Context: an optimization exercise on an open-source flow, tuned for a short achievable clock period and few clock cycles. The choices shown serve that exercise and are no tape-out recipe. Only simulation tests tie the RTL to the original design; equivalence was not proved. Power figures rest on the tool's default switching activity, not on a simulated workload.

==> config.mk <==
export PLATFORM = sky130hd
export DESIGN_NAME = mips_core
export DESIGN_NICKNAME = mips_core
export VERILOG_FILES = /design/flow/design.v
export SDC_FILE = /design/flow/constraint.sdc
export NUM_CORES = 4
export LEC_CHECK = 0
export CAP_MARGIN = 20
export CORE_MARGIN = 2
export CORE_UTILIZATION = 40
export SLEW_MARGIN = 20
==> constraint.sdc <==
create_clock -name core_clock -period 11.5 [get_ports {clk}]
set_input_delay 2.3000 -clock core_clock [delete_from_list [all_inputs] [get_ports {clk}]]
set_output_delay 2.3000 -clock core_clock [all_outputs]
set_load 0.01 [all_outputs]
==> design.v <==
package mips_pkg;
    typedef logic [32-1:0] word_t;
    typedef logic [4:0]            reg_addr_t;
    typedef enum logic [5:0] {
        OP_RTYPE = 6'h00,
        OP_J     = 6'h02,
        OP_JAL   = 6'h03,
        OP_BEQ   = 6'h04,
        OP_ADDI  = 6'h08,
        OP_LW    = 6'h23,
        OP_SW    = 6'h2b
    } opcode_t;
    typedef enum logic [5:0] {
        FN_JR  = 6'h08,
        FN_ADD = 6'h20,
        FN_SUB = 6'h22,
        FN_AND = 6'h24,
        FN_OR  = 6'h25,
        FN_SLT = 6'h2a
    } funct_t;
    typedef enum logic [2:0] {
        ALU_ADD = 3'd0,
        ALU_SUB = 3'd1,
        ALU_AND = 3'd2,
        ALU_OR  = 3'd3,
        ALU_SLT = 3'd4
    } alu_op_t;
    typedef struct packed {
        opcode_t   opcode;
        reg_addr_t rs;
        reg_addr_t rt;
        reg_addr_t rd;
        logic [4:0] shamt;
        funct_t    funct;
    } r_fmt_t;
    typedef struct packed {
        opcode_t     opcode;
        reg_addr_t   rs;
        reg_addr_t   rt;
        logic [15:0] imm16;
    } i_fmt_t;
    typedef struct packed {
        opcode_t     opcode;
        logic [25:0] target26;
    } j_fmt_t;
    typedef union packed {
        r_fmt_t r_fmt;
        i_fmt_t i_fmt;
        j_fmt_t j_fmt;
    } instr_t;
endpackage
`timescale 1ns/1ps
module instr_decoder (
    input  mips_pkg::instr_t  instr,
    output logic              reg_write,
    output logic              reg_dst,
    output logic              alu_src,
    output logic              mem_to_reg,
    output logic              mem_read,
    output logic              mem_write,
    output logic              branch,
    output logic              jump,
    output logic              link,
    output logic              jump_reg,
    output mips_pkg::alu_op_t alu_op,
    output mips_pkg::word_t   imm_ext
);
    assign imm_ext = {{(32-16){instr.i_fmt.imm16[15]}}, instr.i_fmt.imm16};
    always_comb begin
        reg_write  = 1'b0;
        reg_dst    = 1'b0;
        alu_src    = 1'b0;
        mem_to_reg = 1'b0;
        mem_read   = 1'b0;
        mem_write  = 1'b0;
        branch     = 1'b0;
        jump       = 1'b0;
        link       = 1'b0;
        jump_reg   = 1'b0;
        alu_op     = mips_pkg::ALU_ADD;
        case (instr.r_fmt.opcode)
            mips_pkg::OP_RTYPE: begin
                reg_dst = 1'b1;
                case (instr.r_fmt.funct)
                    mips_pkg::FN_ADD: begin
                        reg_write = 1'b1;
                        alu_op    = mips_pkg::ALU_ADD;
                    end
                    mips_pkg::FN_SUB: begin
                        reg_write = 1'b1;
                        alu_op    = mips_pkg::ALU_SUB;
                    end
                    mips_pkg::FN_AND: begin
                        reg_write = 1'b1;
                        alu_op    = mips_pkg::ALU_AND;
                    end
                    mips_pkg::FN_OR: begin
                        reg_write = 1'b1;
                        alu_op    = mips_pkg::ALU_OR;
                    end
                    mips_pkg::FN_SLT: begin
                        reg_write = 1'b1;
                        alu_op    = mips_pkg::ALU_SLT;
                    end
                    mips_pkg::FN_JR:   jump_reg = 1'b1;
                    default: reg_dst  = 1'b0;
                endcase
            end
            mips_pkg::OP_ADDI: begin
                reg_write = 1'b1;
                alu_src   = 1'b1;
            end
            mips_pkg::OP_LW: begin
                reg_write  = 1'b1;
                alu_src    = 1'b1;
                mem_to_reg = 1'b1;
                mem_read   = 1'b1;
            end
            mips_pkg::OP_SW: begin
                alu_src   = 1'b1;
                mem_write = 1'b1;
            end
            mips_pkg::OP_BEQ: begin
                branch = 1'b1;
                alu_op = mips_pkg::ALU_SUB;
            end
            mips_pkg::OP_J: jump = 1'b1;
            mips_pkg::OP_JAL: begin
                jump      = 1'b1;
                link      = 1'b1;
                reg_write = 1'b1;
            end
            default: ;
        endcase
    end
endmodule
`timescale 1ns/1ps
module register_file (
    input  logic               clk,
    input  logic               rst_n,
    input  logic               we,
    input  mips_pkg::reg_addr_t raddr1,
    input  mips_pkg::reg_addr_t raddr2,
    input  mips_pkg::reg_addr_t waddr,
    input  mips_pkg::word_t    wdata,
    output mips_pkg::word_t    rdata1,
    output mips_pkg::word_t    rdata2
);
    logic [32-1:0] regs [0:32-1];
    always_ff @(posedge clk) begin
        if (rst_n) begin
            for (int i = 0; i < 32; i++) begin
                regs[i] <= '0;
            end
        end else if (we && (waddr != '0)) begin
            regs[waddr] <= wdata;
        end
    end
    assign rdata1 = (raddr1 == '0) ? '0 : regs[raddr1];
    assign rdata2 = (raddr2 == '0) ? '0 : regs[raddr2];
endmodule
`timescale 1ns/1ps
module alu (
    input  mips_pkg::alu_op_t op,
    input  mips_pkg::word_t   a_in,
    input  mips_pkg::word_t   b_in,
    output mips_pkg::word_t   result,
    output logic              zero
);
    logic lt_signed;
    assign lt_signed = $signed(a_in) < $signed(b_in);
    always_comb begin
        case (op)
            mips_pkg::ALU_ADD: result = a_in + b_in;
            mips_pkg::ALU_SUB: result = a_in - b_in;
            mips_pkg::ALU_AND: result = a_in & b_in;
            mips_pkg::ALU_OR:  result = a_in | b_in;
            mips_pkg::ALU_SLT: result = {{(32-1){1'b0}}, lt_signed};
            default: result = '0;
        endcase
    end
    assign zero = (result == '0);
endmodule
`timescale 1ns/1ps
module pc_unit (
    input  logic            clk,
    input  logic            rst_n,
    input  logic            branch,
    input  logic            zero,
    input  logic            jump,
    input  logic            jump_reg,
    input  logic [25:0]     target26,
    input  mips_pkg::word_t imm_ext,
    input  mips_pkg::word_t rs_data,
    output mips_pkg::word_t pc,
    output mips_pkg::word_t pc_plus4
);
    mips_pkg::word_t branch_target;
    mips_pkg::word_t jump_target;
    mips_pkg::word_t pc_next;
    assign pc_plus4      = pc + 32'd4;
    assign branch_target = pc_plus4 + (imm_ext << 2);
    assign jump_target   = {pc_plus4[32-1 -: 4], target26, 2'b00};
    always_comb begin
        if (jump_reg) begin
            pc_next = rs_data;
        end else if (jump) begin
            pc_next = jump_target;
        end else if (branch && zero) begin
            pc_next = branch_target;
        end else begin
            pc_next = pc_plus4;
        end
    end
    always_ff @(posedge clk) begin
        if (rst_n) begin
            pc <= 32'h0000_0000;
        end else begin
            pc <= pc_next;
        end
    end
endmodule
`timescale 1ns/1ps
module mips_core (
    input  logic                     clk,
    input  logic                     rst_n,
    input  mips_pkg::word_t          ir,
    input  mips_pkg::word_t          read_data_mem,
    output mips_pkg::word_t          ir_addr,
    output logic                     cen,
    output logic                     wen,
    output logic                     oen,
    output logic [7-1:0] a,
    output mips_pkg::word_t          mem_wdata
);
    mips_pkg::instr_t    instr;
    logic      reg_write;
    logic      reg_dst;
    logic      alu_src;
    logic      mem_to_reg;
    logic      mem_read;
    logic      mem_write;
    logic      branch;
    logic      jump;
    logic      link;
    logic      jump_reg;
    mips_pkg::alu_op_t   alu_op;
    mips_pkg::word_t     imm_ext;
    mips_pkg::reg_addr_t rf_waddr;
    mips_pkg::word_t     rf_writedata;
    mips_pkg::word_t     rs_data;
    mips_pkg::word_t     rt_data;
    mips_pkg::word_t     alu_b;
    mips_pkg::word_t     alu_result;
    logic      alu_zero;
    mips_pkg::word_t     pc;
    mips_pkg::word_t     pc_plus4;
    assign instr = ir;
    instr_decoder u_instr_decoder (
        .instr      (instr),
        .reg_write  (reg_write),
        .reg_dst    (reg_dst),
        .alu_src    (alu_src),
        .mem_to_reg (mem_to_reg),
        .mem_read   (mem_read),
        .mem_write  (mem_write),
        .branch     (branch),
        .jump       (jump),
        .link       (link),
        .jump_reg   (jump_reg),
        .alu_op     (alu_op),
        .imm_ext    (imm_ext)
    );
    assign rf_waddr     = link ? 5'd31 : (reg_dst ? instr.r_fmt.rd : instr.r_fmt.rt);
    assign rf_writedata = link ? pc_plus4 : (mem_to_reg ? read_data_mem : alu_result);
    register_file u_register_file (
        .clk    (clk),
        .rst_n  (rst_n),
        .we     (reg_write),
        .raddr1 (instr.r_fmt.rs),
        .raddr2 (instr.r_fmt.rt),
        .waddr  (rf_waddr),
        .wdata  (rf_writedata),
        .rdata1 (rs_data),
        .rdata2 (rt_data)
    );
    assign alu_b = alu_src ? imm_ext : rt_data;
    alu u_alu (
        .op     (alu_op),
        .a_in   (rs_data),
        .b_in   (alu_b),
        .result (alu_result),
        .zero   (alu_zero)
    );
    pc_unit u_pc_unit (
        .clk      (clk),
        .rst_n    (rst_n),
        .branch   (branch),
        .zero     (alu_zero),
        .jump     (jump),
        .jump_reg (jump_reg),
        .target26 (instr.j_fmt.target26),
        .imm_ext  (imm_ext),
        .rs_data  (rs_data),
        .pc       (pc),
        .pc_plus4 (pc_plus4)
    );
    assign ir_addr = pc;
    assign cen       = ~((mem_read | mem_write) & ~rst_n);
    assign wen       = ~(mem_write & ~rst_n);
    assign oen       = 1'b0;
    assign a         = alu_result[7+1:2];
    assign mem_wdata = rt_data;
endmodule
==> run.sh <==
#!/bin/bash
# synth_recipe.tcl (not shown) runs the flow's synth.tcl, then flattens the netlist and writes it again
# the make line also repeats each setting of config.mk as NAME=value (left out here)
make -C /OpenROAD-flow-scripts/flow DESIGN_CONFIG=/design/flow/config.mk WORK_HOME=/design/flow/orfs CLKGATE_MAP_FILE= SYNTH_SCRIPT=/design/flow/synth_recipe.tcl finish
==> results.json <==
{
  "syn_inst": 4992,
  "synth_edf_count": 1024,
  "whs_ns": 0.568,
  "syn_area_mm2": 0.0620,
  "fin_nets": 5190,
  "placed_area_mm2": 0.0661,
  "diodes": 0,
  "setup-tns-final_ns": 0,
  "worstMarginPinSlew_ns": 1.13,
  "firstDrtPassIters": 5,
  "hold_class": "reg -> reg",
  "skew_ns": 0.0334,
  "seq_area_frac_synth": 0.506,
  "drc": 0,
  "min_period_ns": 10.14,
  "grt_pass1_wl_um": 324000,
  "clock_latency_ns": 0.76,
  "synth_ff_type": "edfxtp_1",
  "slew_headroom": 0.232,
  "finalHoldViolations": 0,
  "setup_ws_ns": 1.36,
  "vias": 45800,
  "num-fill-cells": 13900,
  "layout_common_cells": "1,188 x nor2_1, 1,024 x edfxtp_1, 523 x mux4_2, 221 x mux2i_1, 175 x nand2_1",
  "rsz0062_at_grt": "no",
  "wl_um": 228000,
  "dieArea_mm2": 0.158,
  "utilization": 0.453,
  "h-tree-depth": 3,
  "start_kind": "input pin",
  "cts_setup_buffers": 0,
  "port_buffers": 138,
  "core_area_mm2": 0.154,
  "status": "finished clean",
  "drv.max_cap_violation_count": 0,
  "via_per_inst": 6.42,
  "die_height_um": 398,
  "ir_drop_uv": 114,
  "critPathArrivalTime_ns": 7.84,
  "min_period_over_period": 0.882,
  "cts-resized-gates": 0,
  "clk_pin_slew_ns": 0.06,
  "achievable-frequency_ghz": 0.0986,
  "start_util": 0.403,
  "dieWidth_um": 398,
  "powerDensity_mw_per_mm2": 156,
  "wl_per_cell_um": 31.9,
  "postSynthAreaPerCell_um2": 12.4,
  "routabilityCongestion": 0.930,
  "cp_max_fo": 40,
  "tritoncts.num_buffers": 110,
  "fin_area_mm2": 0.0697,
  "ant_nets": 0,
  "dr.first_iter.drc_count": 6407,
  "synthDistinctLibCells": 91,
  "cts_tree": "built",
  "dpl_worst_slack_ns": 1.29,
  "total_leakage_power_nw": 25.4,
  "overflow": 0,
  "rows": 144,
  "slew_viol_final": 0,
  "cp-end-kind": "output port",
  "final_common_cell": "nor2_1",
  "required_ns": 9.20,
  "yosysWarningCount": 4,
  "dp_hpwl_um": 143000,
  "cts_hold_buf": 0,
  "crit_type": "in -> out",
  "syn_to_final_growth_pct": 12.4,
  "grt.total_usage": 0.284,
  "cts_root_buffer": "clkbuf_16",
  "synth_seq_cells": 1056,
  "synth_async_sr_flop_share": 0,
  "grt_pass1_vias": 44800,
  "clock_path_buffers": 3,
  "cts.sinks": 1056,
  "drive_above_1_share": 0.205,
  "io_pins": 140,
  "grt_max_degree": 101,
  "antenna_found_initial": 2,
  "report.final.setup_viol": 0
}
## per-layer routing
metal | wire [um] | track usage
met1 | 85600 | 0.378
met2 | 107000 | 0.457
met3 | 24800 | 0.0553
met4 | 10100 | 0.116
met5 | 13 | 0
## path summary, 6_finish.rpt
kind / start / endpoint / slack, ns / cells after the start
max: ir[18] / a[6] / 1.36 / 17
min: u_pc_unit.pc[1] / u_pc_unit.pc[1] / 0.57 / 2
max reg2reg: u_register_file.regs[23][1] / u_pc_unit.pc[6] / 4.02 / 24
min reg2reg: u_pc_unit.pc[1] / u_pc_unit.pc[1] / 0.57 / 2
## worst max-delay path, stage by stage
cell             delay (ns)
buf_6                  0.31
and2_1                 0.55
a22oi_1                0.43
a21oi_1                0.17
nor4_2                 0.71
a22o_1                 0.35
inv_2                  0.09
ha_1                   0.39
or3_1                  0.37
o41a_1                 0.14
a211o_1                0.36
nand2_1                0.12
a21oi_1                0.08
o21ai_0                0.23
xnor2_1                0.09
o22ai_1                0.46
clkdlybuf4s50_1        0.65
## through the flow
stage,std cells,total power [W]
6_report,7125,0.0109
3_5_place_dp,6918,0.00723
3_3_place_gp,6918,0.00722
2_1_floorplan,5024,0.00619
4_1_cts,7124,0.0108
5_1_grt,7125,0.0112
## kinds of logic after synthesis
group,after synthesis,synth area share
flip-flops,1056,0.506
adder cells (fa/ha/maj),137,0.0280
buffers and inverters,566,0.0360
other,1,0.0000605
AND/OR/NAND/NOR,1718,0.116
XOR/XNOR,80,0.0113
AO/OA/AOI/OAI,650,0.0696
multiplexers,784,0.233
## registers in the layout, summed over array words and instances, names as in the netlist
register	cells
u_pc_unit.pc	32
u_register_file.regs	1024
## area by class of cell
type / count / area, um2 / share of cell area
Sequential cell: 1056 / 31400 / 0.450
Multi-Input combinational cell: 3402 / 28900 / 0.415
Clock buffer: 129 / 2850 / 0.0408
Timing Repair Buffer: 308 / 2820 / 0.0404
Tap cell: 2044 / 2560 / 0.0367
Clock inverter: 77 / 761 / 0.0109
Inverter: 109 / 409 / 0.00587
## where the power goes
group | switching [W] | internal (W) | total [W]
registers | 0.0000711 | 0.00435 | 0.00442
clock network | 0.00162 | 0.00204 | 0.00367
logic | 0.00191 | 0.000888 | 0.00280
total | 0.00360 | 0.00728 | 0.0109
## cell usage after synthesis, types with 9 or more instances
cell type	instances	area, um2
nor2_1	1189	4460
edfxtp_1	1024	30700
mux4_2	523	11800
clkbuf_1	376	1410
mux2i_1	223	2230
nand2_1	208	781
a21oi_1	156	781
ha_1	134	1680
o21ai_0	118	591
inv_1	105	394
nor3_1	70	350
nand2b_1	62	388
xnor2_1	60	526
buf_1	58	218
nand3_1	57	285
o22ai_1	55	344
a22oi_1	49	368
mux2_2	38	428
dfxtp_1	32	641
o211ai_1	30	225
o21bai_1	23	173
a211oi_1	22	165
a21o_1	21	158
xor2_1	20	175
and2_1	19	119
o221ai_1	19	166
or3_1	19	119
nor4_1	18	113
a221oi_1	17	149
a31oi_1	17	106
and3_1	17	106
o31ai_1	13	97.6
nor2b_1	12	75.1
a211o_1	11	96.3
buf_4	10	75.1
nand4_1	10	62.6
o22a_1	9	78.8
Testbench counts, summed over its fixed seeds: cycles 28,929.

[static timing again, ports no longer ideal]
No port has a modelled driver above. Below, the same layout with a new extraction and two added sets of constraints.
Step 1 sets driving cells, clkbuf_16 on the clock port and buf_2 on the other inputs (assumed; they add their load-dependent delay and slew).
Step 2 also shifts input and output timing later by t, the mid clock arrival at the registers, as if the neighbouring blocks saw the same clock.
a / b / c = ideal ports / drivers / drivers and shift; a / b = the first two.
t (ns): 0.825
setup slack, ns: 1.357 / 1.324 / 1.213
clock arrival spread, ns: 0.033 / 0.033
slew at the worst register clock pin (ns): 0.08 / 0.08
cell pins on the clock port's net: 1
After both steps setup and hold are still met in this run. For this run, drivers alone change the setup slack by -0.033 ns; drivers and shift together by -0.144 ns.
